From an optimization exercise on the open Yosys and OpenROAD flow, aimed at small area, a short achievable clock period and few clock cycles per item; shortcuts taken in it are not production practice. Function was not checked in any run shown here: the RTL went through the layout flow alone. Power is estimated from default activity; no workload was simulated.

## design/flow/design.v

```verilog
package htok_pkg;
  localparam logic [3:0] EV_TEXT        = 4'd0;
  localparam logic [3:0] EV_TEXT_END    = 4'd1;
  localparam logic [3:0] EV_START_BEGIN = 4'd2;
  localparam logic [3:0] EV_END_BEGIN   = 4'd3;
  localparam logic [3:0] EV_NAME        = 4'd4;
  localparam logic [3:0] EV_ANAME       = 4'd5;
  localparam logic [3:0] EV_AVALUE      = 4'd6;
  localparam logic [3:0] EV_ATTR_KEEP   = 4'd7;
  localparam logic [3:0] EV_ATTR_DROP   = 4'd8;
  localparam logic [3:0] EV_TAG_END     = 4'd9;
  localparam logic [3:0] EV_TAG_ABORT   = 4'd10;
  localparam logic [3:0] EV_COMMENT     = 4'd11;
  localparam logic [3:0] EV_COMMENT_END = 4'd12;
  localparam logic [3:0] EV_DOCTYPE     = 4'd13;
  localparam logic [3:0] EV_DOCTYPE_END = 4'd14;
endpackage
module html_markup_tokenizer_unit (
  input  logic        clk,
  input  logic        rst,
  input  logic        byte_valid,
  output logic        byte_stall,
  input  logic [8:0]  byte_item,    
  output logic        event_valid,
  input  logic        event_stall,
  output logic [13:0] event_item    
);
  localparam logic [4:0] S_DATA     = 5'd0;
  localparam logic [4:0] S_TAG_OPEN = 5'd1;
  localparam logic [4:0] S_TAG_NAME = 5'd2;
  localparam logic [4:0] S_END_OPEN = 5'd3;
  localparam logic [4:0] S_SELF_CL  = 5'd4;
  localparam logic [4:0] S_BA       = 5'd5;    
  localparam logic [4:0] S_ANAME    = 5'd6;
  localparam logic [4:0] S_AA       = 5'd7;    
  localparam logic [4:0] S_BAV      = 5'd8;    
  localparam logic [4:0] S_VDQ      = 5'd9;
  localparam logic [4:0] S_VSQ      = 5'd10;
  localparam logic [4:0] S_VUNQ     = 5'd11;
  localparam logic [4:0] S_AV       = 5'd12;   
  localparam logic [4:0] S_MARKUP   = 5'd13;
  localparam logic [4:0] S_COMMENT  = 5'd14;
  localparam logic [4:0] S_DOCTYPE  = 5'd15;
  localparam logic [4:0] S_R_FIN0   = 5'd16;   
  localparam logic [4:0] S_R_FIN1   = 5'd17;   
  localparam logic [4:0] S_R_ANAME  = 5'd18;   
  localparam logic [4:0] S_R_FLUSH  = 5'd19;   
  localparam logic [4:0] S_R_DASH   = 5'd20;   
  localparam logic [4:0] S_R_HELD   = 5'd21;   
  logic [4:0] st;
  logic       tp;           
  logic       anp, avp;     
  logic [2:0] mc;           
  logic       md;           
  logic [5:0] mu;           
  logic [1:0] dash;         
  logic [3:0] hc;           
  logic [7:0][2:0] hs;      
  logic       started;      
  logic       ir_v, sk_v;
  logic       cl;           
  logic [7:0] x, sk;
  logic       xl, skl;
  logic       out_free, go, consume;
  assign byte_stall = sk_v;
  assign out_free   = !event_valid || !event_stall;
  assign go         = ir_v && out_free;
  logic [7:0] xf;
  logic is_ws, is_al, is_lt, is_gt, is_sl, is_eq, is_dq, is_sq, is_bang, is_dash, is_nul;
  assign xf      = x | 8'h20;
  assign is_ws   = (x == 8'h20) || (x == 8'h09) || (x == 8'h0A) || (x == 8'h0C) || (x == 8'h0D);
  assign is_al   = (xf >= 8'h61) && (xf <= 8'h7A);
  assign is_lt   = (x == 8'h3C);
  assign is_gt   = (x == 8'h3E);
  assign is_sl   = (x == 8'h2F);
  assign is_eq   = (x == 8'h3D);
  assign is_dq   = (x == 8'h22);
  assign is_sq   = (x == 8'h27);
  assign is_bang = (x == 8'h21);
  assign is_dash = (x == 8'h2D);
  assign is_nul  = (x == 8'h00);
  function automatic logic [7:0] dt_char(input logic [2:0] i);
    case (i)
      3'd0:    dt_char = 8'h64;
      3'd1:    dt_char = 8'h6F;
      3'd2:    dt_char = 8'h63;
      3'd3:    dt_char = 8'h74;
      3'd4:    dt_char = 8'h79;
      3'd5:    dt_char = 8'h70;
      3'd6:    dt_char = 8'h65;
      default: dt_char = 8'h00;
    endcase
  endfunction
  logic [2:0] h_old;
  logic [7:0] h_old_b;
  always_comb begin
    case (hc)
      4'd1:    h_old = hs[0];
      4'd2:    h_old = hs[1];
      4'd3:    h_old = hs[2];
      4'd4:    h_old = hs[3];
      4'd5:    h_old = hs[4];
      4'd6:    h_old = hs[5];
      4'd7:    h_old = hs[6];
      default: h_old = hs[7];
    endcase
  end
  assign h_old_b = (h_old == 3'd0) ? 8'h20 : {5'b00001, h_old};
  logic [2:0] fpos;
  logic [7:0] f_byte;
  assign fpos = hc[2:0] - 3'd2;
  always_comb begin
    if (hc == 4'd1)  f_byte = 8'h21;
    else if (md)     f_byte = 8'h2D;
    else             f_byte = dt_char(fpos) & ~{2'b00, mu[fpos], 5'b00000};
  end
  logic [4:0] n_st;
  logic       n_tp, n_anp, n_avp, n_md, n_started, n_cl, n_pend;
  logic       clos_empty;
  logic [2:0] n_mc;
  logic [5:0] n_mu;
  logic [1:0] n_dash;
  logic [3:0] n_hc;
  logic       h_push;
  logic       emit, esc, cont, more, finish;
  logic [3:0] ek;
  logic [7:0] eb;
  logic       do_fin, fin_sc, fin_store, do_an, an_store;
  logic       pending;
  logic       tag_state;
  assign pending = anp || avp;
  always_comb begin
    case (st)
      S_DATA:     clos_empty = is_lt;
      S_TAG_OPEN: clos_empty = is_sl;
      S_END_OPEN: clos_empty = !is_al;
      S_TAG_NAME: clos_empty = is_gt;
      S_SELF_CL:  clos_empty = is_gt;
      S_BA, S_ANAME, S_AA, S_BAV, S_VUNQ, S_AV: clos_empty = is_gt;
      S_COMMENT:  clos_empty = is_gt && dash == 2'd2;
      S_DOCTYPE:  clos_empty = is_gt;
      S_R_FIN0, S_R_FIN1: clos_empty = 1'b1;
      default:    clos_empty = 1'b0;
    endcase
  end
  always_comb begin
    n_st      = st;
    n_tp      = tp;
    n_anp     = anp;
    n_avp     = avp;
    n_mc      = mc;
    n_md      = md;
    n_mu      = mu;
    n_dash    = dash;
    n_hc      = hc;
    n_started = started;
    n_cl      = cl;
    h_push    = 1'b0;
    emit      = 1'b0;
    ek        = htok_pkg::EV_TEXT;
    eb        = 8'h00;
    esc       = 1'b0;
    cont      = 1'b0;
    finish    = 1'b0;
    do_fin    = 1'b0;
    fin_sc    = 1'b0;
    fin_store = 1'b0;
    do_an     = 1'b0;
    an_store  = 1'b0;
    tag_state = (st == S_TAG_NAME) || (st == S_SELF_CL) || (st == S_BA) || (st == S_ANAME) ||
                (st == S_AA) || (st == S_BAV) || (st == S_VDQ) || (st == S_VSQ) ||
                (st == S_VUNQ) || (st == S_AV);
    if (cl) begin
      if (tag_state) begin
        emit = 1'b1;
        if (pending) begin
          ek    = htok_pkg::EV_ATTR_DROP;
          n_anp = 1'b0;
          n_avp = 1'b0;
        end else begin
          ek     = htok_pkg::EV_TAG_ABORT;
          n_st   = S_DATA;
          finish = 1'b1;
        end
      end else begin
        case (st)
          S_MARKUP: begin
            emit = 1'b1;
            ek   = htok_pkg::EV_TEXT;
            eb   = 8'h3C;
            n_st = S_R_FLUSH;
            n_hc = 4'd1;
          end
          S_R_FLUSH: begin
            emit = 1'b1;
            ek   = htok_pkg::EV_TEXT;
            eb   = f_byte;
            if (hc == {1'b0, mc} + 4'd1) begin
              n_st = S_DATA;
              n_tp = 1'b1;
              n_hc = 4'd0;
              n_mc = 3'd0;
            end else begin
              n_hc = hc + 4'd1;
            end
          end
          S_COMMENT: begin
            emit = 1'b1;
            if (dash != 2'd0) begin
              ek     = htok_pkg::EV_COMMENT;
              eb     = 8'h2D;
              n_dash = dash - 2'd1;
            end else begin
              ek     = htok_pkg::EV_COMMENT_END;
              n_st   = S_DATA;
              finish = 1'b1;
            end
          end
          S_DOCTYPE: begin
            emit   = 1'b1;
            ek        = htok_pkg::EV_DOCTYPE_END;
            n_st      = S_DATA;
            n_hc      = 4'd0;
            n_started = 1'b0;
            finish    = 1'b1;
          end
          S_DATA: begin
            emit   = 1'b1;
            ek     = htok_pkg::EV_TEXT_END;
            n_tp   = 1'b0;
            finish = 1'b1;
          end
          default: begin
            n_st   = S_DATA;
            finish = 1'b1;
          end
        endcase
      end
    end else begin
      case (st)
        S_DATA: begin
          if (is_lt) begin
            if (tp) begin
              emit = 1'b1;
              ek   = htok_pkg::EV_TEXT_END;
            end
            n_tp = 1'b0;
            n_st = S_TAG_OPEN;
          end else begin
            emit = 1'b1;
            ek   = htok_pkg::EV_TEXT;
            eb   = x;
            n_tp = 1'b1;
          end
        end
        S_TAG_OPEN: begin
          if (is_sl) begin
            n_st = S_END_OPEN;
          end else if (is_al) begin
            n_anp = 1'b0;
            n_avp = 1'b0;
            emit  = 1'b1;
            ek    = htok_pkg::EV_START_BEGIN;
            eb    = x;
            n_st  = S_TAG_NAME;
          end else if (is_bang) begin
            n_mc = 3'd0;
            n_st = S_MARKUP;
          end else begin
            emit = 1'b1;
            ek   = htok_pkg::EV_TEXT;
            eb   = 8'h3C;
            n_tp = 1'b1;
            n_st = S_DATA;
            cont = 1'b1;
          end
        end
        S_TAG_NAME: begin
          if (is_ws) begin
            n_st = S_BA;
          end else if (is_sl) begin
            n_st = S_SELF_CL;
          end else if (is_gt) begin
            do_fin = 1'b1;
          end else begin
            emit = 1'b1;
            ek   = htok_pkg::EV_NAME;
            eb   = x;
          end
        end
        S_END_OPEN: begin
          if (is_al) begin
            n_anp = 1'b0;
            n_avp = 1'b0;
            emit  = 1'b1;
            ek    = htok_pkg::EV_END_BEGIN;
            eb    = x;
            n_st  = S_TAG_NAME;
          end else begin
            n_st = S_DATA;
          end
        end
        S_SELF_CL, S_BA: begin
          if (st == S_SELF_CL && is_gt) begin
            do_fin = 1'b1;
            fin_sc = 1'b1;
          end else if (is_ws) begin
            n_st = S_BA;
          end else if (is_sl) begin
            n_st = S_SELF_CL;
          end else if (is_gt) begin
            do_fin    = 1'b1;
            fin_store = 1'b1;
          end else begin
            do_an = 1'b1;
          end
        end
        S_ANAME: begin
          if (is_ws) begin
            n_st = S_AA;
          end else if (is_sl) begin
            n_st = S_SELF_CL;
          end else if (is_gt) begin
            do_fin    = 1'b1;
            fin_store = 1'b1;
          end else if (is_eq) begin
            n_st = S_BAV;
          end else begin
            emit  = 1'b1;
            ek    = htok_pkg::EV_ANAME;
            eb    = x;
            n_anp = 1'b1;
          end
        end
        S_AA: begin
          if (is_ws) begin
            n_st = S_AA;
          end else if (is_sl) begin
            n_st = S_SELF_CL;
          end else if (is_eq) begin
            n_st = S_BAV;
          end else if (is_gt) begin
            do_fin    = 1'b1;
            fin_store = 1'b1;
          end else begin
            do_an    = 1'b1;
            an_store = 1'b1;
          end
        end
        S_BAV: begin
          if (is_ws) begin
            n_st = S_BAV;
          end else if (is_dq) begin
            n_st = S_VDQ;
          end else if (is_sq) begin
            n_st = S_VSQ;
          end else if (is_gt) begin
            do_fin    = 1'b1;
            fin_store = 1'b1;
          end else begin
            n_st = S_VUNQ;
            if (!is_nul) begin
              emit  = 1'b1;
              ek    = htok_pkg::EV_AVALUE;
              eb    = x;
              n_avp = 1'b1;
            end
          end
        end
        S_VDQ, S_VSQ: begin
          if ((st == S_VDQ) ? is_dq : is_sq) begin
            if (pending) begin
              emit = 1'b1;
              ek   = anp ? htok_pkg::EV_ATTR_KEEP : htok_pkg::EV_ATTR_DROP;
            end
            n_anp = 1'b0;
            n_avp = 1'b0;
            n_st  = S_AV;
          end else begin
            emit  = 1'b1;
            ek    = htok_pkg::EV_AVALUE;
            eb    = x;
            n_avp = 1'b1;
          end
        end
        S_VUNQ: begin
          if (is_ws) begin
            if (pending) begin
              emit = 1'b1;
              ek   = anp ? htok_pkg::EV_ATTR_KEEP : htok_pkg::EV_ATTR_DROP;
            end
            n_anp = 1'b0;
            n_avp = 1'b0;
            n_st  = S_AV;
          end else if (is_gt) begin
            do_fin    = 1'b1;
            fin_store = 1'b1;
          end else if (!is_nul) begin
            emit  = 1'b1;
            ek    = htok_pkg::EV_AVALUE;
            eb    = x;
            n_avp = 1'b1;
          end
        end
        S_AV: begin
          if (is_ws) begin
            n_st = S_BA;
          end else if (is_sl) begin
            n_st = S_SELF_CL;
          end else if (is_gt) begin
            do_fin = 1'b1;
          end else begin
            do_an = 1'b1;
          end
        end
        S_MARKUP: begin
          if (mc == 3'd0 && (is_dash || xf == 8'h64)) begin
            n_md    = is_dash;
            n_mu[0] = !x[5];
            n_mc    = 3'd1;
          end else if (mc != 3'd0 && md && is_dash) begin
            n_mc   = 3'd0;
            n_dash = 2'd0;
            n_st   = S_COMMENT;
          end else if (mc != 3'd0 && !md && xf == dt_char(mc)) begin
            if (mc == 3'd6) begin
              n_mc      = 3'd0;
              n_hc      = 4'd0;
              n_started = 1'b0;
              n_st      = S_DOCTYPE;
            end else begin
              n_mu[mc] = !x[5];
              n_mc     = mc + 3'd1;
            end
          end else begin
            emit = 1'b1;
            ek   = htok_pkg::EV_TEXT;
            eb   = 8'h3C;
            n_st = S_R_FLUSH;
            n_hc = 4'd1;
            cont = 1'b1;
          end
        end
        S_R_FLUSH: begin
          emit = 1'b1;
          ek   = htok_pkg::EV_TEXT;
          eb   = f_byte;
          cont = 1'b1;
          if (hc == {1'b0, mc} + 4'd1) begin
            n_st = S_DATA;
            n_tp = 1'b1;
            n_hc = 4'd0;
            n_mc = 3'd0;
          end else begin
            n_hc = hc + 4'd1;
          end
        end
        S_COMMENT: begin
          if (is_dash) begin
            if (dash != 2'd2) begin
              n_dash = dash + 2'd1;
            end else begin
              emit = 1'b1;
              ek   = htok_pkg::EV_COMMENT;
              eb   = 8'h2D;
            end
          end else if (is_gt && dash == 2'd2) begin
            emit   = 1'b1;
            ek     = htok_pkg::EV_COMMENT_END;
            n_dash = 2'd0;
            n_st   = S_DATA;
          end else if (dash != 2'd0) begin
            emit   = 1'b1;
            ek     = htok_pkg::EV_COMMENT;
            eb     = 8'h2D;
            n_dash = dash - 2'd1;
            n_st   = S_R_DASH;
            cont   = 1'b1;
          end else begin
            emit = 1'b1;
            ek   = htok_pkg::EV_COMMENT;
            eb   = x;
          end
        end
        S_R_DASH: begin
          emit = 1'b1;
          ek   = htok_pkg::EV_COMMENT;
          if (dash != 2'd0) begin
            eb     = 8'h2D;
            n_dash = dash - 2'd1;
            cont   = 1'b1;
          end else begin
            eb   = x;
            n_st = S_COMMENT;
          end
        end
        S_DOCTYPE: begin
          if (is_gt) begin
            emit      = 1'b1;
            ek        = htok_pkg::EV_DOCTYPE_END;
            n_hc      = 4'd0;
            n_started = 1'b0;
            n_st      = S_DATA;
          end else if (is_ws) begin
            if (started) begin
              h_push = 1'b1;
              if (hc == 4'd8) begin
                emit = 1'b1;
                ek   = htok_pkg::EV_DOCTYPE;
                eb   = h_old_b;
              end else begin
                n_hc = hc + 4'd1;
              end
            end
          end else if (hc != 4'd0) begin
            emit = 1'b1;
            ek   = htok_pkg::EV_DOCTYPE;
            eb   = h_old_b;
            n_hc = hc - 4'd1;
            n_st = S_R_HELD;
            cont = 1'b1;
          end else begin
            emit      = 1'b1;
            ek        = htok_pkg::EV_DOCTYPE;
            eb        = x;
            n_started = 1'b1;
          end
        end
        S_R_HELD: begin
          emit = 1'b1;
          ek   = htok_pkg::EV_DOCTYPE;
          if (hc != 4'd0) begin
            eb   = h_old_b;
            n_hc = hc - 4'd1;
            cont = 1'b1;
          end else begin
            eb        = x;
            n_started = 1'b1;
            n_st      = S_DOCTYPE;
          end
        end
        S_R_FIN0, S_R_FIN1: begin
          emit = 1'b1;
          ek   = htok_pkg::EV_TAG_END;
          esc  = (st == S_R_FIN1);
          n_st = S_DATA;
        end
        S_R_ANAME: begin
          emit  = 1'b1;
          ek    = htok_pkg::EV_ANAME;
          eb    = x;
          n_anp = 1'b1;
          n_st  = S_ANAME;
        end
        default: begin
          n_st = S_DATA;
          cont = 1'b1;
        end
      endcase
      if (do_fin) begin
        emit  = 1'b1;
        n_anp = 1'b0;
        n_avp = 1'b0;
        if (pending) begin
          ek   = (fin_store && anp) ? htok_pkg::EV_ATTR_KEEP : htok_pkg::EV_ATTR_DROP;
          n_st = fin_sc ? S_R_FIN1 : S_R_FIN0;
          cont = 1'b1;
        end else begin
          ek   = htok_pkg::EV_TAG_END;
          esc  = fin_sc;
          n_st = S_DATA;
        end
      end
      if (do_an) begin
        n_anp = 1'b0;
        n_avp = 1'b0;
        if (pending) begin
          emit = 1'b1;
          ek   = (an_store && anp) ? htok_pkg::EV_ATTR_KEEP : htok_pkg::EV_ATTR_DROP;
          if (is_eq) begin
            n_st = S_BAV;
          end else begin
            n_st = S_R_ANAME;
            cont = 1'b1;
          end
        end else if (is_eq) begin
          n_st = S_BAV;
        end else begin
          emit  = 1'b1;
          ek    = htok_pkg::EV_ANAME;
          eb    = x;
          n_anp = 1'b1;
          n_st  = S_ANAME;
        end
      end
    end
    more   = cont;
    n_pend = cont;
    if (cl) begin
      more   = !finish;
      n_pend = !finish;
      if (finish) begin
        n_cl = 1'b0;
      end
    end else if (!cont && xl) begin
      if (clos_empty) begin
        n_st = S_DATA;
      end else begin
        more   = 1'b1;
        n_pend = 1'b1;
        n_cl   = 1'b1;
      end
    end
  end
  assign consume = go && !n_pend;
  always_ff @(posedge clk) begin
    if (rst) begin
      st          <= S_DATA;
      tp          <= 1'b0;
      anp         <= 1'b0;
      avp         <= 1'b0;
      mc          <= 3'd0;
      dash        <= 2'd0;
      hc          <= 4'd0;
      started     <= 1'b0;
      cl          <= 1'b0;
      ir_v        <= 1'b0;
      sk_v        <= 1'b0;
      event_valid <= 1'b0;
    end else begin
      if (go) begin
        st      <= n_st;
        tp      <= n_tp;
        anp     <= n_anp;
        avp     <= n_avp;
        mc      <= n_mc;
        dash    <= n_dash;
        hc      <= n_hc;
        started <= n_started;
        cl      <= n_cl;
      end
      if (!ir_v || consume) begin
        ir_v <= sk_v || byte_valid;
        sk_v <= 1'b0;
      end else if (byte_valid && !sk_v) begin
        sk_v <= 1'b1;
      end
      if (go && emit) begin
        event_valid <= 1'b1;
      end else if (!event_stall) begin
        event_valid <= 1'b0;
      end
    end
  end
  always_ff @(posedge clk) begin
    if (!ir_v || consume) begin
      x  <= sk_v ? sk : byte_item[8:1];
      xl <= sk_v ? skl : byte_item[0];
    end
    if (!sk_v) begin
      sk  <= byte_item[8:1];
      skl <= byte_item[0];
    end
    if (go) begin
      md <= n_md;
      mu <= n_mu;
      if (h_push) begin
        hs <= {hs[6:0], x[2:0]};
      end
    end
    if (go && emit) begin
      event_item <= {ek, eb, esc, !more};
    end
  end
endmodule
```

## design/flow/flow/run.sh

```bash
#!/bin/bash
bash standard.sh SETUP_SLACK_MARGIN=7.5 finish > standard.log 2>&1
```

## design/flow/standard.sh

```bash
#!/bin/bash
# synth_recipe.tcl (not shown) runs the flow's synth.tcl, then flattens the netlist and writes it again
# the make line also repeats each setting of config.mk as NAME=value (left out here)
make -C /OpenROAD-flow-scripts/flow DESIGN_CONFIG=/design/flow/config.mk WORK_HOME=/design/flow/orfs CLKGATE_MAP_FILE= SYNTH_SCRIPT=/design/flow/synth_recipe.tcl "${@:-finish}"
```

## design/flow/config.mk

```make
export PLATFORM = sky130hd
export DESIGN_NAME = html_markup_tokenizer_unit
export DESIGN_NICKNAME = html_markup_tokenizer_unit
export VERILOG_FILES = /design/flow/design.v
export SDC_FILE = /design/flow/constraint.sdc
export NUM_CORES = 4
export LEC_CHECK = 0
export CAP_MARGIN = 20
export CORE_MARGIN = 2
export CORE_UTILIZATION = 40
export SETUP_SLACK_MARGIN = 5
export SLEW_MARGIN = 20
```

## design/flow/constraint.sdc

```tcl
create_clock -name core_clock -period 11.5 [get_ports {clk}]
set_input_delay 2.3000 -clock core_clock [delete_from_list [all_inputs] [get_ports {clk}]]
set_output_delay 2.3000 -clock core_clock [all_outputs]
set_load 0.01 [all_outputs]
```

==> run summary, run 1 <==
# TYPE chip_impl_metric gauge
chip_impl_metric{name="synth_edf_count",unit=""} 54
chip_impl_metric{name="cts_hold_buffers",unit=""} 0
chip_impl_metric{name="timing.critical_path.buf_inv",unit=""} 2
chip_impl_metric{name="die_area",unit="sq um"} 17670
chip_impl_info{name="startpoint_type",value="input port"} 1
chip_impl_metric{name="power_leakage",unit="nW"} 2.582
chip_impl_metric{name="final_setup_violations",unit=""} 0
chip_impl_metric{name="h-tree-depth",unit=""} 3
chip_impl_metric{name="fill_cells",unit=""} 1597
chip_impl_metric{name="floorplan.rows",unit=""} 47
chip_impl_metric{name="timing.max_cap.violations",unit=""} 0
chip_impl_metric{name="whs_path_depth",unit=""} 0
chip_impl_metric{name="die_h",unit="um"} 132.9
chip_impl_metric{name="syn_area",unit="sq um"} 6649
chip_impl_metric{name="layout_worst_path_cycle_share",unit="%"} 34.12
chip_impl_metric{name="clock.fmax",unit="MHz"} 254.9
chip_impl_metric{name="numClockSinks",unit=""} 85
chip_impl_metric{name="first_global_vias",unit=""} 6621
chip_impl_metric{name="postSynthCellCount",unit=""} 822
chip_impl_metric{name="grt_max_degree",unit=""} 38
chip_impl_metric{name="timing.max_slew.rel_slack",unit="%"} 31.71
chip_impl_metric{name="synth.net_count",unit=""} 853
chip_impl_metric{name="async_flop_share",unit="%"} 0
chip_impl_metric{name="worst_ir_drop_vdd",unit="mV"} 0.07373
chip_impl_metric{name="crit_required",unit="ns"} 11.74
chip_impl_metric{name="critPathArrivalTime",unit="ns"} 4.16
chip_impl_metric{name="r2r_cells",unit=""} 7
chip_impl_info{name="worst_hold_path_type",value="reg -> reg"} 1
chip_impl_info{name="outcome",value="no timing/DRC/antenna violations"} 1
chip_impl_metric{name="final.setup.tns",unit="ns"} 0
chip_impl_metric{name="clkLatencyLatePin",unit="ns"} 0.36
chip_impl_metric{name="drt_wl_total",unit="mm"} 26.17
chip_impl_metric{name="slew_limit_fails",unit=""} 0
chip_impl_metric{name="route.detailed.vias_per_inst",unit=""} 6.839
chip_impl_metric{name="cts_buffer_depth",unit=""} 2
chip_impl_info{name="top_reg_cell_synth",value="sky130_fd_sc_hd__edfxtp_1"} 1
chip_impl_info{name="synth.area.top_cells",value="sky130_fd_sc_hd__edfxtp_1, sky130_fd_sc_hd__dfxtp_1, sky130_fd_sc_hd__a21oi_1, sky130_fd_sc_hd__nand2_1, sky130_fd_sc_hd__nor2_1"} 1
chip_impl_metric{name="first_pass_grt_wire_length",unit="mm"} 39.49
chip_impl_info{name="critical-path-top-delay-family",value="compound AO/OA/AOI/OAI gates"} 1
chip_impl_metric{name="io_buffers",unit=""} 28
chip_impl_metric{name="cts-buffers-inserted",unit=""} 9
chip_impl_info{name="rsz_0062_raised_after_global_routing",value="false"} 1
chip_impl_metric{name="power-per-cell-area",unit="nW/um^2"} 99.72
chip_impl_metric{name="final_hold_viol_count",unit=""} 0
chip_impl_metric{name="drc",unit=""} 0
chip_impl_metric{name="io_pins",unit=""} 29
chip_impl_metric{name="power.total",unit="mW"} 0.7544
chip_impl_metric{name="synth_seq_area_share",unit="%"} 33.72
chip_impl_metric{name="start_util",unit="%"} 40.52
chip_impl_info{name="worstSetupPathType",value="in -> reg"} 1
chip_impl_metric{name="firstDrtPassIters",unit=""} 6
chip_impl_metric{name="groute.usage.overall",unit="%"} 29.13
chip_impl_metric{name="die_x",unit="um"} 132.9
chip_impl_metric{name="timing_worst_slew_pin_value",unit="ns"} 1.011
chip_impl_info{name="cts_root_buffer",value="sky130_fd_sc_hd__clkbuf_16"} 1
chip_impl_metric{name="period_minus_slack",unit="ns"} 3.923
chip_impl_metric{name="layout-drive-gt1-share",unit="%"} 9.785
chip_impl_info{name="yosys.area.top_type",value="sky130_fd_sc_hd__edfxtp_1"} 1
chip_impl_metric{name="post_synthesis_sequential_element_count",unit=""} 85
chip_impl_metric{name="core",unit="sq um"} 16410
chip_impl_metric{name="globalplace.congestion",unit=""} 1.030
chip_impl_metric{name="antenna_found_initial",unit=""} 1
chip_impl_info{name="critical_path.cell_chain",value="clkdlybuf4s50_1, nand2_1, nand2_4, a21oi_4, o211ai_1, a211oi_2, buf_4, o31ai_1, nor3_1, a211oi_1"} 1
chip_impl_metric{name="avgRoutedWirePerCell",unit="um"} 24.71
chip_impl_metric{name="synthDominantCellAreaShare",unit="%"} 24.39
chip_impl_metric{name="finalClockSkew",unit="ns"} 0.01197
chip_impl_metric{name="yosysWarningCount",unit=""} 1
chip_impl_info{name="clock_tree_from_tritoncts",value="yes"} 1
chip_impl_metric{name="synth_cell_types",unit=""} 77
chip_impl_metric{name="crit_cells",unit=""} 10
chip_impl_metric{name="critical-path-max-stage-delay",unit="ns"} 0.40
chip_impl_metric{name="avgSynthCellArea",unit="sq um"} 8.089
chip_impl_info{name="critPathSlowestCell",value="sky130_fd_sc_hd__clkdlybuf4s50_1"} 1
chip_impl_metric{name="nNetsFinal",unit=""} 864
chip_impl_metric{name="ant_nets",unit=""} 0
chip_impl_metric{name="dp_hpwl",unit="mm"} 19.01
chip_impl_metric{name="detail_route.iter0.violations",unit=""} 993
chip_impl_metric{name="flow.area_growth_from_synthesis",unit="%"} 13.78
chip_impl_metric{name="clkSlewWorstSetupHoldPaths",unit="ns"} 0.07
chip_impl_metric{name="grt_overflow_total",unit=""} 0
chip_impl_info{name="critical_path.endpoint_type",value="register"} 1
chip_impl_metric{name="routed-via-count",unit=""} 7243
chip_impl_metric{name="cp_max_fo",unit=""} 12
[what timing repair did]
action,in CTS,in global routing
gates resized for setup,8,2
setup endpoints to repair,31,33
pin swaps,0,3
setup buffers,0,12
[report_power, final]
group          internal, mW  switching [mW]  total, mW
Sequential            0.336          0.0164      0.352
Clock                 0.174           0.137      0.311
Combinational        0.0378          0.0533     0.0911
Total                 0.548           0.207      0.754
[metrics by stage]
stage | cells | hold WS [ns] | cell area, sq um | setup slack (ns) | utilization (%)
after floorplan | 822 | 0.4260 | 6654 | 7.585 | -
after global placement | 1030 | 0.4322 | 7091 | 6.599 | 43.22
after detailed placement | 1030 | 0.4365 | 7091 | 6.473 | 43.22
after CTS | 1046 | 0.4557 | 7450 | 7.548 | 45.41
after global routing | 1058 | 0.4631 | 7562 | 7.502 | 46.09
final | 1059 | 0.4527 | 7565 | 7.577 | 46.11
[layout by cell type (no fill, tap or decap), types with 7 or more instances in the layout]
cell,count
sky130_fd_sc_hd__nand4_1,11
sky130_fd_sc_hd__nor4_1,14
sky130_fd_sc_hd__nor3_1,27
sky130_fd_sc_hd__o21ai_0,56
sky130_fd_sc_hd__dfxtp_1,31
sky130_fd_sc_hd__o21a_1,8
sky130_fd_sc_hd__a31oi_1,14
sky130_fd_sc_hd__nand2b_1,10
sky130_fd_sc_hd__nand3_1,24
sky130_fd_sc_hd__ha_1,18
sky130_fd_sc_hd__o211ai_1,10
sky130_fd_sc_hd__and2_1,16
sky130_fd_sc_hd__and3_1,10
sky130_fd_sc_hd__or3_1,7
sky130_fd_sc_hd__a22oi_1,12
sky130_fd_sc_hd__clkdlybuf4s50_1,28
sky130_fd_sc_hd__buf_4,26
sky130_fd_sc_hd__a211oi_1,13
sky130_fd_sc_hd__nand3b_1,7
sky130_fd_sc_hd__clkbuf_16,9
sky130_fd_sc_hd__nor3b_1,8
sky130_fd_sc_hd__nor2_1,78
sky130_fd_sc_hd__inv_1,24
sky130_fd_sc_hd__o22ai_1,11
sky130_fd_sc_hd__a21oi_1,65
sky130_fd_sc_hd__o31ai_1,10
sky130_fd_sc_hd__mux2_2,11
sky130_fd_sc_hd__nand2_1,81
sky130_fd_sc_hd__a221oi_1,8
sky130_fd_sc_hd__edfxtp_1,54
sky130_fd_sc_hd__nor2b_1,16
[path summary, 6_finish.rpt]
path,from,end,slack [ns]
hold / removal,hs[13],hs[16],0.45
hold reg to reg,hs[13],hs[16],0.45
setup reg to reg,st[2],event_item[6],7.58
setup / recovery,event_stall,hc[0],7.58
[cells in the mapped netlist (5+ instances only)]
cell                       instances
sky130_fd_sc_hd__a211oi_1         15
sky130_fd_sc_hd__a21oi_1          66
sky130_fd_sc_hd__a221oi_1          8
sky130_fd_sc_hd__a22oi_1          12
sky130_fd_sc_hd__a31oi_1          14
sky130_fd_sc_hd__a32oi_1           5
sky130_fd_sc_hd__and2_1           16
sky130_fd_sc_hd__and3_1           10
sky130_fd_sc_hd__buf_2            10
sky130_fd_sc_hd__clkbuf_1         40
sky130_fd_sc_hd__dfxtp_1          31
sky130_fd_sc_hd__edfxtp_1         54
sky130_fd_sc_hd__ha_1             18
sky130_fd_sc_hd__inv_1            24
sky130_fd_sc_hd__mux2_2           11
sky130_fd_sc_hd__nand2_1          82
sky130_fd_sc_hd__nand2b_1         10
sky130_fd_sc_hd__nand3_1          24
sky130_fd_sc_hd__nand3b_1          7
sky130_fd_sc_hd__nand4_1          11
sky130_fd_sc_hd__nor2_1           80
sky130_fd_sc_hd__nor2b_1          16
sky130_fd_sc_hd__nor3_1           27
sky130_fd_sc_hd__nor3b_1           9
sky130_fd_sc_hd__nor4_1           15
sky130_fd_sc_hd__o211ai_1         10
sky130_fd_sc_hd__o21a_1            8
sky130_fd_sc_hd__o21ai_0          56
sky130_fd_sc_hd__o21bai_1          5
sky130_fd_sc_hd__o221ai_1          5
sky130_fd_sc_hd__o22ai_1          11
sky130_fd_sc_hd__o31ai_1          10
sky130_fd_sc_hd__or2_2             5
sky130_fd_sc_hd__or3_1             7
sky130_fd_sc_hd__xnor2_1           6
[logic make-up (layout without fill, tap and decap cells)]
group	count (synthesis)	after routing	share of synthesized area, %
simple gates	337	337	25.91
compound gates	278	278	28.04
flops	85	85	33.72
buf+inv	80	96	4.930
fa+ha+maj	18	18	3.387
mux	13	13	2.352
xor+xnor	11	11	1.656
other cells	0	1	0
[worst reg2reg max path, cell delays in order, from the launching register on]
cell and delay [ns]:
sky130_fd_sc_hd__dfxtp_1 0.87, sky130_fd_sc_hd__nand2b_1 0.47, sky130_fd_sc_hd__nor2_2 0.56, sky130_fd_sc_hd__a32o_1 0.25, sky130_fd_sc_hd__nand3_1 0.36, sky130_fd_sc_hd__o211ai_1 0.35
sky130_fd_sc_hd__nor4_2 0.12, sky130_fd_sc_hd__nor3b_4 0.57
[layer usage]
metal  track usage (%)  up-vias  share of wire [%]
met5                 0        -                  0
met4             13.14        0                4.8
met3             9.004      127                 12
met2             42.60      537                 43
met1             39.45     3414                 40
li1                  -     3165                  -
[state kept, by name, summed over array words and instances, names as in the netlist]
name / flops
hs: 24
st: 5
skl: 1
mc: 3
x: 8
event_item: 14
cl: 1
sk: 8
dash: 2
avp: 1
sk_v: 1
md: 1
anp: 1
ir_v: 1
tp: 1
mu: 6
hc: 4
xl: 1
started: 1
event_valid: 1
[layout make-up]
cell class / instances / area, sq um / share of cell area, %
clock buffer: 9 / 225.2 / 2.977
inverter: 25 / 93.84 / 1.240
clock inverter: 7 / 92.59 / 1.224
tap: 220 / 275.3 / 3.639
antenna: 1 / 2.502 / 0.03308
multi-input combinational: 657 / 4144 / 54.78
sequential: 85 / 2242 / 29.64
timing repair buffer: 55 / 489.2 / 6.467
==> run 2: changes to the inputs <==
==> design/flow/flow/run.sh (replaced) <==
#!/bin/bash
bash standard.sh SETUP_SLACK_MARGIN=8.0 finish > standard.log 2>&1
==> run 2 against run 1 <==
  * Sequential power decreased by 2%
  * Critical path depth down 2
  * Global-route usage up 1.8 points
  * Final area increased by 2.8%
  * Core utilization grew 1.3 points
  * Non-clock buffer count grew 16
  * Critical endpoint is now event_item[6]
==> run summary, run 2 <==
# TYPE chip_impl_metric gauge
chip_impl_info{name="outcome",value="no timing/DRC/antenna violations"} 1
chip_impl_metric{name="finalClockSkew",unit="ns"} 0.01236
chip_impl_metric{name="groute.usage.overall",unit="%"} 30.90
chip_impl_metric{name="start_util",unit="%"} 40.52
chip_impl_metric{name="route.detailed.vias_per_inst",unit=""} 6.721
chip_impl_metric{name="xor_xnor_share_of_the_synthesized_area",unit="%"} 1.656
chip_impl_info{name="startpoint_type",value="register"} 1
chip_impl_info{name="main_combinational_cell_family_by_area_after_synthesis",value="compound AO/OA/AOI/OAI gates"} 1
chip_impl_metric{name="async_flop_share",unit="%"} 0
chip_impl_metric{name="numClockSinks",unit=""} 85
chip_impl_metric{name="postSynthCellCount",unit=""} 822
chip_impl_metric{name="crit_required",unit="ns"} 11.59
chip_impl_info{name="yosys.cell_count.top_type",value="sky130_fd_sc_hd__nand2_1"} 1
chip_impl_metric{name="cts-buffers-inserted",unit=""} 9
chip_impl_metric{name="drc",unit=""} 0
chip_impl_info{name="top_reg_cell_synth",value="sky130_fd_sc_hd__edfxtp_1"} 1
chip_impl_metric{name="firstDrtPassIters",unit=""} 10
chip_impl_metric{name="h-tree-depth",unit=""} 3
chip_impl_info{name="critical_path.endpoint_type",value="register"} 1
chip_impl_metric{name="period_minus_slack",unit="ns"} 3.505
chip_impl_metric{name="power-per-cell-area",unit="nW/um^2"} 96.92
chip_impl_metric{name="synth_seq_area_share",unit="%"} 33.72
chip_impl_info{name="layout_commonest_cell",value="sky130_fd_sc_hd__nand2_1"} 1
chip_impl_metric{name="fin_area",unit="sq um"} 7775
chip_impl_metric{name="critPathArrivalTime",unit="ns"} 3.59
chip_impl_metric{name="cts_hold_buffers",unit=""} 0
chip_impl_metric{name="syn_area",unit="sq um"} 6649
chip_impl_metric{name="io_pins",unit=""} 29
chip_impl_metric{name="power.total",unit="mW"} 0.7535
chip_impl_metric{name="nNetsFinal",unit=""} 881
chip_impl_info{name="worst_hold_path_type",value="reg -> reg"} 1
chip_impl_metric{name="setup_slack",unit="ns"} 7.995
chip_impl_metric{name="final-instance-count-excl-fill",unit=""} 1075
chip_impl_metric{name="core",unit="sq um"} 16410
chip_impl_metric{name="slew_limit_fails",unit=""} 0
chip_impl_info{name="clock_tree_from_tritoncts",value="yes"} 1
chip_impl_metric{name="avgSynthCellArea",unit="sq um"} 8.089
chip_impl_metric{name="timing.max_cap.violations",unit=""} 0
chip_impl_metric{name="cp_max_fo",unit=""} 7
chip_impl_metric{name="avgRoutedWirePerCell",unit="um"} 25.41
chip_impl_metric{name="first_pass_grt_wire_length",unit="mm"} 41.52
chip_impl_info{name="regMostFlops",value="hs"} 1
chip_impl_metric{name="globalplace.congestion",unit=""} 1.021
chip_impl_info{name="yosys-top-cells-count",value="sky130_fd_sc_hd__nand2_1, sky130_fd_sc_hd__nor2_1, sky130_fd_sc_hd__a21oi_1"} 1
chip_impl_metric{name="synthDominantCellAreaShare",unit="%"} 24.39
chip_impl_metric{name="die_area",unit="sq um"} 17670
chip_impl_metric{name="first_global_vias",unit=""} 6755
chip_impl_metric{name="final.setup.tns",unit="ns"} 0
chip_impl_info{name="cts_root_buffer",value="sky130_fd_sc_hd__clkbuf_16"} 1
chip_impl_metric{name="detail_route.iter0.violations",unit=""} 1107
chip_impl_info{name="rsz_0062_raised_after_global_routing",value="true"} 1
chip_impl_metric{name="cts_buffer_depth",unit=""} 2
chip_impl_metric{name="detailed_place.area",unit="sq um"} 7113
chip_impl_metric{name="dp_hpwl",unit="mm"} 19.70
chip_impl_metric{name="largest_reg_flops",unit=""} 24
chip_impl_metric{name="grt_overflow_total",unit=""} 0
chip_impl_metric{name="simple_gate_area_share_of_the_yosys_netlist",unit="%"} 25.91
chip_impl_metric{name="floorplan.rows",unit=""} 47
chip_impl_metric{name="ant_nets",unit=""} 0
chip_impl_metric{name="multiplexer_area_fraction_after_synthesis",unit="%"} 2.352
chip_impl_metric{name="synthAdderAreaFrac",unit="%"} 3.387
chip_impl_info{name="worstSetupPathType",value="reg -> reg"} 1
chip_impl_metric{name="clkLatencyLatePin",unit="ns"} 0.36
chip_impl_metric{name="timing_worst_slew_pin_value",unit="ns"} 0.8387
chip_impl_metric{name="drt_wl_total",unit="mm"} 27.32
chip_impl_metric{name="io_buffers",unit=""} 28
chip_impl_metric{name="antenna_found_initial",unit=""} 0
chip_impl_metric{name="synth.net_count",unit=""} 853
chip_impl_metric{name="synth_edf_count",unit=""} 54
chip_impl_metric{name="post_synthesis_sequential_element_count",unit=""} 85
chip_impl_metric{name="grt_max_degree",unit=""} 39
chip_impl_metric{name="pre_cts_ws",unit="ns"} 6.912
chip_impl_metric{name="layout-drive-gt1-share",unit="%"} 14.15
chip_impl_info{name="most_frequent_cells_in_the_layout",value="sky130_fd_sc_hd__nand2_1, sky130_fd_sc_hd__nor2_1, sky130_fd_sc_hd__a21oi_1"} 1
chip_impl_info{name="largest_registers",value="hs (24), event_item (14)"} 1
chip_impl_metric{name="final_core_utilization",unit="%"} 47.39
chip_impl_metric{name="yosysWarningCount",unit=""} 1
chip_impl_metric{name="timing.max_slew.rel_slack",unit="%"} 43.66
chip_impl_metric{name="final_setup_violations",unit=""} 0
chip_impl_metric{name="whs",unit="ns"} 0.4557
chip_impl_metric{name="layout_worst_path_cycle_share",unit="%"} 30.48
chip_impl_metric{name="antenna_cells_inserted",unit=""} 0
chip_impl_info{name="synth.area.top_cells",value="sky130_fd_sc_hd__edfxtp_1, sky130_fd_sc_hd__dfxtp_1, sky130_fd_sc_hd__a21oi_1, sky130_fd_sc_hd__nand2_1, sky130_fd_sc_hd__nor2_1"} 1
chip_impl_metric{name="routed-via-count",unit=""} 7225
chip_impl_info{name="yosys.area.top_type",value="sky130_fd_sc_hd__edfxtp_1"} 1
chip_impl_metric{name="final_hold_viol_count",unit=""} 0
chip_impl_metric{name="clkSlewWorstSetupHoldPaths",unit="ns"} 0.07
chip_impl_metric{name="register_to_register_setup_slack",unit="ns"} 8.00
chip_impl_metric{name="die_h",unit="um"} 132.9
chip_impl_metric{name="flow.area_growth_from_synthesis",unit="%"} 16.94
chip_impl_metric{name="dpl.cell_count",unit=""} 1029
chip_impl_metric{name="power_leakage",unit="nW"} 2.716
chip_impl_metric{name="worst_ir_drop_vdd",unit="mV"} 0.08164
chip_impl_metric{name="clock.fmax",unit="MHz"} 285.3
chip_impl_metric{name="die_x",unit="um"} 132.9
chip_impl_metric{name="synth_compound_gate_area_share",unit="%"} 28.04
chip_impl_metric{name="synth_cell_types",unit=""} 77
[run 2: routing by layer]
metal	global-route usage, %	vias to the layer above	wire (um)
li1	-	3195	-
met3	8.429	116	3089
met2	46.55	512	11730
met5	0	-	0
met4	13.08	0	1349
met1	41.73	3402	11150
[run 2: logic make-up (layout without fill, tap and decap cells)]
family,after synthesis,count (layout)
buf+inv,80,112
simple gates,337,338
flops,85,85
mux,13,13
compound gates,278,278
fa+ha+maj,18,18
xor+xnor,11,11
[run 2: final timing paths]
kind | startpoint | end | cells past startpoint
max | x[7] | event_item[6] | 8
min | hs[3] | hs[6] | 0
max reg2reg | x[7] | event_item[6] | 8
min reg2reg | hs[3] | hs[6] | 0
[run 2: layout make-up]
class                   instances  area (sq um)
clock buffers                   9         225.2
clock inverters                 7         75.07
fillers                      1626          8632
inverters                      25         93.84
multi-input cells             658          4254
flip-flops and latches         85          2248
well taps                     220         275.3
repair buffers                 71         603.1
[run 2: report_power, final]
part	switching, mW	internal [mW]
clock	0.149	0.154
sequential	0.00886	0.335
combinational	0.0641	0.0420
[run 2: worst max-delay path, stage by stage (launching register included)]
cell	delay (ns)
sky130_fd_sc_hd__edfxtp_1	0.55
sky130_fd_sc_hd__or4b_4	0.62
sky130_fd_sc_hd__or3_1	0.51
sky130_fd_sc_hd__a21oi_1	0.17
sky130_fd_sc_hd__or3_2	0.19
sky130_fd_sc_hd__a21boi_1	0.08
sky130_fd_sc_hd__or3b_4	0.42
sky130_fd_sc_hd__nand3b_1	0.24
sky130_fd_sc_hd__a311o_1	0.45
[run 2: what timing repair did]
action                     CTS  global route
buffers inserted            20             9
pin swaps                    7             5
gates resized for setup     34            20
setup endpoints to repair   95            78
cloned                       1             0
==> run 3: changes to the inputs <==
==> design/flow/flow/run.sh (replaced) <==
#!/bin/bash
bash standard.sh SETUP_SLACK_MARGIN=8.5 finish > standard.log 2>&1
==> run 3 against run 2 <==
  * Register-to-register slack improved by 0.24 ns
  * Non-clock buffer count rose by 85
  * Sequential share of layout area shrank 4.3 points
  * Highest routed layer unchanged
==> run summary, run 3 <==
# TYPE chip_impl_metric gauge
chip_impl_info{name="outcome",value="no timing/DRC/antenna violations"} 1
chip_impl_metric{name="flow.area_growth_from_synthesis",unit="%"} 38.01
chip_impl_metric{name="period_minus_slack",unit="ns"} 3.305
chip_impl_metric{name="ant_nets",unit=""} 0
chip_impl_metric{name="detail_route.iter0.violations",unit=""} 1380
chip_impl_metric{name="register_area",unit="sq um"} 2261
chip_impl_metric{name="power.total",unit="mW"} 0.8213
chip_impl_metric{name="crit_required",unit="ns"} 11.75
chip_impl_metric{name="power-per-cell-area",unit="nW/um^2"} 89.50
chip_impl_metric{name="synth_seq_area_share",unit="%"} 33.72
chip_impl_info{name="cts_root_buffer",value="sky130_fd_sc_hd__clkbuf_16"} 1
chip_impl_metric{name="synth.net_count",unit=""} 853
chip_impl_metric{name="largest_reg_flops",unit=""} 24
chip_impl_metric{name="floorplan.rows",unit=""} 47
chip_impl_metric{name="synthDominantCellAreaShare",unit="%"} 24.39
chip_impl_metric{name="timing.max_slew.rel_slack",unit="%"} 39.76
chip_impl_metric{name="cp_max_fo",unit=""} 5
chip_impl_metric{name="clock.fmax",unit="MHz"} 302.6
chip_impl_info{name="worstSetupPathType",value="in -> reg"} 1
chip_impl_metric{name="first_pass_grt_wire_length",unit="mm"} 45.07
chip_impl_metric{name="avgRoutedWirePerCell",unit="um"} 26.63
chip_impl_metric{name="detailed_place.area",unit="sq um"} 7166
chip_impl_metric{name="pre_cts_ws",unit="ns"} 7.097
chip_impl_metric{name="post_synthesis_sequential_element_count",unit=""} 85
chip_impl_metric{name="groute.usage.overall",unit="%"} 33.44
chip_impl_metric{name="synth_edf_count",unit=""} 54
chip_impl_metric{name="share_comb_of_total_power",unit="%"} 19.1
chip_impl_metric{name="timing.max_cap.violations",unit=""} 0
chip_impl_metric{name="clkSlewWorstSetupHoldPaths",unit="ns"} 0.07
chip_impl_metric{name="async_flop_share",unit="%"} 0
chip_impl_metric{name="whs",unit="ns"} 0.4494
chip_impl_metric{name="setup_slack",unit="ns"} 8.195
chip_impl_info{name="largest_registers",value="hs (24), event_item (14)"} 1
chip_impl_metric{name="synth_cell_types",unit=""} 77
chip_impl_metric{name="h-tree-depth",unit=""} 3
chip_impl_metric{name="fin_area",unit="sq um"} 9176
chip_impl_metric{name="internal-power",unit="mW"} 0.5984
chip_impl_metric{name="slew_limit_fails",unit=""} 0
chip_impl_metric{name="antenna_found_initial",unit=""} 0
chip_impl_metric{name="critPathArrivalTime",unit="ns"} 3.55
chip_impl_metric{name="die_x",unit="um"} 132.9
chip_impl_info{name="clock_tree_from_tritoncts",value="yes"} 1
chip_impl_metric{name="cts-buffers-inserted",unit=""} 9
chip_impl_metric{name="worst_ir_drop_vdd",unit="mV"} 0.09135
chip_impl_metric{name="numClockSinks",unit=""} 85
chip_impl_metric{name="start_util",unit="%"} 40.52
chip_impl_metric{name="route.detailed.vias_per_inst",unit=""} 6.914
chip_impl_metric{name="cts_hold_buffers",unit=""} 0
chip_impl_info{name="layout_commonest_cell",value="sky130_fd_sc_hd__buf_4"} 1
chip_impl_metric{name="drt_wl_total",unit="mm"} 30.89
chip_impl_metric{name="p_seq_share",unit="%"} 41.7
chip_impl_metric{name="avgSynthCellArea",unit="sq um"} 8.089
chip_impl_metric{name="grt_max_degree",unit=""} 39
chip_impl_metric{name="final-instance-count-excl-fill",unit=""} 1160
chip_impl_metric{name="first_global_vias",unit=""} 7518
chip_impl_metric{name="net-switching-power",unit="mW"} 0.2229
chip_impl_metric{name="io_buffers",unit=""} 28
chip_impl_info{name="critical_path.endpoint_type",value="register"} 1
chip_impl_info{name="most_frequent_cells_in_the_layout",value="sky130_fd_sc_hd__buf_4, sky130_fd_sc_hd__nand2_1, sky130_fd_sc_hd__nor2_1"} 1
chip_impl_info{name="synth.area.top_cells",value="sky130_fd_sc_hd__edfxtp_1, sky130_fd_sc_hd__dfxtp_1, sky130_fd_sc_hd__a21oi_1, sky130_fd_sc_hd__nand2_1, sky130_fd_sc_hd__nor2_1"} 1
chip_impl_metric{name="io_pins",unit=""} 29
chip_impl_metric{name="finalClockSkew",unit="ns"} 0.01466
chip_impl_metric{name="power_leakage",unit="nW"} 3.314
chip_impl_metric{name="clkLatencyLatePin",unit="ns"} 0.35
chip_impl_metric{name="syn_area",unit="sq um"} 6649
chip_impl_metric{name="firstDrtPassIters",unit=""} 9
chip_impl_metric{name="die_h",unit="um"} 132.9
chip_impl_metric{name="grt_overflow_total",unit=""} 0
chip_impl_info{name="rr_startpoint",value="x[4]"} 1
chip_impl_metric{name="power.share.clock",unit="%"} 39.2
chip_impl_metric{name="routed-via-count",unit=""} 8020
chip_impl_metric{name="final.setup.tns",unit="ns"} 0
chip_impl_info{name="startpoint_type",value="input port"} 1
chip_impl_info{name="hp-start",value="hs[12]"} 1
chip_impl_metric{name="final_core_utilization",unit="%"} 55.93
chip_impl_metric{name="dp_hpwl",unit="mm"} 19.94
chip_impl_metric{name="sw_frac_of_total",unit="%"} 27.14
chip_impl_metric{name="cts_buffer_depth",unit=""} 2
chip_impl_metric{name="nNetsFinal",unit=""} 966
chip_impl_metric{name="antenna_cells_inserted",unit=""} 0
chip_impl_metric{name="layout_worst_path_cycle_share",unit="%"} 28.74
chip_impl_info{name="top_reg_cell_synth",value="sky130_fd_sc_hd__edfxtp_1"} 1
chip_impl_info{name="yosys.cell_count.top_type",value="sky130_fd_sc_hd__nand2_1"} 1
chip_impl_info{name="rsz_0062_raised_after_global_routing",value="true"} 1
chip_impl_metric{name="final_setup_violations",unit=""} 0
chip_impl_metric{name="fill_cells",unit=""} 1491
chip_impl_metric{name="drc",unit=""} 0
chip_impl_info{name="worstSetupStartpoint",value="event_stall"} 1
chip_impl_info{name="yosys-top-cells-count",value="sky130_fd_sc_hd__nand2_1, sky130_fd_sc_hd__nor2_1, sky130_fd_sc_hd__a21oi_1"} 1
chip_impl_metric{name="core",unit="sq um"} 16410
chip_impl_metric{name="die_area",unit="sq um"} 17670
chip_impl_metric{name="layout-drive-gt1-share",unit="%"} 32.98
chip_impl_metric{name="final_hold_viol_count",unit=""} 0
chip_impl_metric{name="timing_worst_slew_pin_value",unit="ns"} 0.8972
chip_impl_info{name="yosys.area.top_type",value="sky130_fd_sc_hd__edfxtp_1"} 1
chip_impl_metric{name="globalplace.congestion",unit=""} 1.045
chip_impl_info{name="worst_hold_path_type",value="reg -> reg"} 1
chip_impl_metric{name="postSynthCellCount",unit=""} 822
chip_impl_metric{name="area_of_the_multi_input_gates",unit="sq um"} 4850
chip_impl_metric{name="dpl.cell_count",unit=""} 1029
chip_impl_metric{name="yosysWarningCount",unit=""} 1
chip_impl_info{name="regMostFlops",value="hs"} 1
## run 3: cell counts after synthesis
No cell type changed its count.
## run 3: power groups by stage
stage	Sequential (mW)	Combinational, mW	Clock, mW
3_3_place_gp	0.359	0.0796	0
3_5_place_dp	0.360	0.0795	0
2_1_floorplan	0.349	0.0563	0
5_1_grt	0.343	0.160	0.342
6_report	0.343	0.157	0.322
4_1_cts	0.342	0.129	0.327
## run 3: layout make-up
cell class	instances	area share (%)
timing repair buffer	156	14.77
clock inverter	7	1.145
sequential	85	24.64
multi-input combinational	658	52.85
inverter	25	1.145
tap	220	3.000
clock buffer	9	2.454
## run 3: kinds of logic (layout without fill, tap and decap cells)
family,after synthesis,after routing,synth area share (%)
AO/OA/AOI/OAI,278,278,28.04
flip-flops,85,85,33.72
AND/OR/NAND/NOR,337,338,25.91
XOR/XNOR,11,11,1.656
adder cells (fa/ha/maj),18,18,3.387
buffers and inverters,80,197,4.930
multiplexers,13,13,2.352
## run 3: worst max-delay path, cell delays in order
cell                       delay (ns)
sky130_fd_sc_hd__buf_8           0.10
sky130_fd_sc_hd__nand2_8         0.06
sky130_fd_sc_hd__nand2_8         0.08
sky130_fd_sc_hd__a21oi_4         0.19
sky130_fd_sc_hd__o211ai_1        0.15
sky130_fd_sc_hd__a211oi_2        0.20
sky130_fd_sc_hd__buf_4           0.15
sky130_fd_sc_hd__o31ai_2         0.07
sky130_fd_sc_hd__a22oi_2         0.18
sky130_fd_sc_hd__nor2_1          0.06
## run 3: final timing paths
kind / endpoint / slack, ns / cells past startpoint
worst min register to register: hs[15] / 0.45 / 0
worst min-delay path: hs[15] / 0.45 / 0
worst max register to register: anp / 8.24 / 12
worst max-delay path: hc[1] / 8.20 / 10
## run 3: metal layers
layer  vias to the layer above  GRT usage, %  wire, um
met5                         -             0         0
met4                         0         18.46      1963
met3                       189         9.502      3727
met2                       672         50.35     13310
met1                      3787         43.23     11890
li1                       3372             -         -
## run 3: repair_timing
| item | 4_1_cts | 5_1_grt |
|---|---|---|
| endpoints found under the hold margin | 0 | 0 |
| gates resized for setup | 156 | 97 |
| setup endpoints to repair | 105 | 104 |
| cloned | 2 | 2 |
| buffers inserted | 74 | 37 |
| pin swaps | 39 | 40 |

==> port drivers added, routing unchanged <==
Ports are ideal in the flow. The routed layouts listed here were re-timed in OpenROAD.
Step 1, drivers: a clkbuf_16 drives clk and a buf_2 each remaining input, both assumed.
Step 2 also shifts input and output timing later by t, the mid clock arrival at the registers, as if the neighbouring blocks saw the same clock.
a / b / c = ideal / step 1 / step 2; a / b = the first two.
run | t (ns) | setup slack, ns | latest minus earliest clock arrival (ns) | worst register clock-pin slew, ns | pins driven straight from the clock port
run 1 | 0.399 | 7.577 / 7.579 / 7.194 | 0.012 / 0.012 | 0.07 / 0.07 | 1
run 2 | 0.401 | 7.995 / 7.995 / 7.742 | 0.012 / 0.012 | 0.08 / 0.08 | 1
run 3 | 0.391 | 8.195 / 8.194 / 7.804 | 0.015 / 0.015 | 0.07 / 0.07 | 1
After both steps setup and hold are still met in every run listed. For run 3, which loses most, drivers alone change the setup slack by -0.001 ns; drivers and shift together by -0.391 ns.
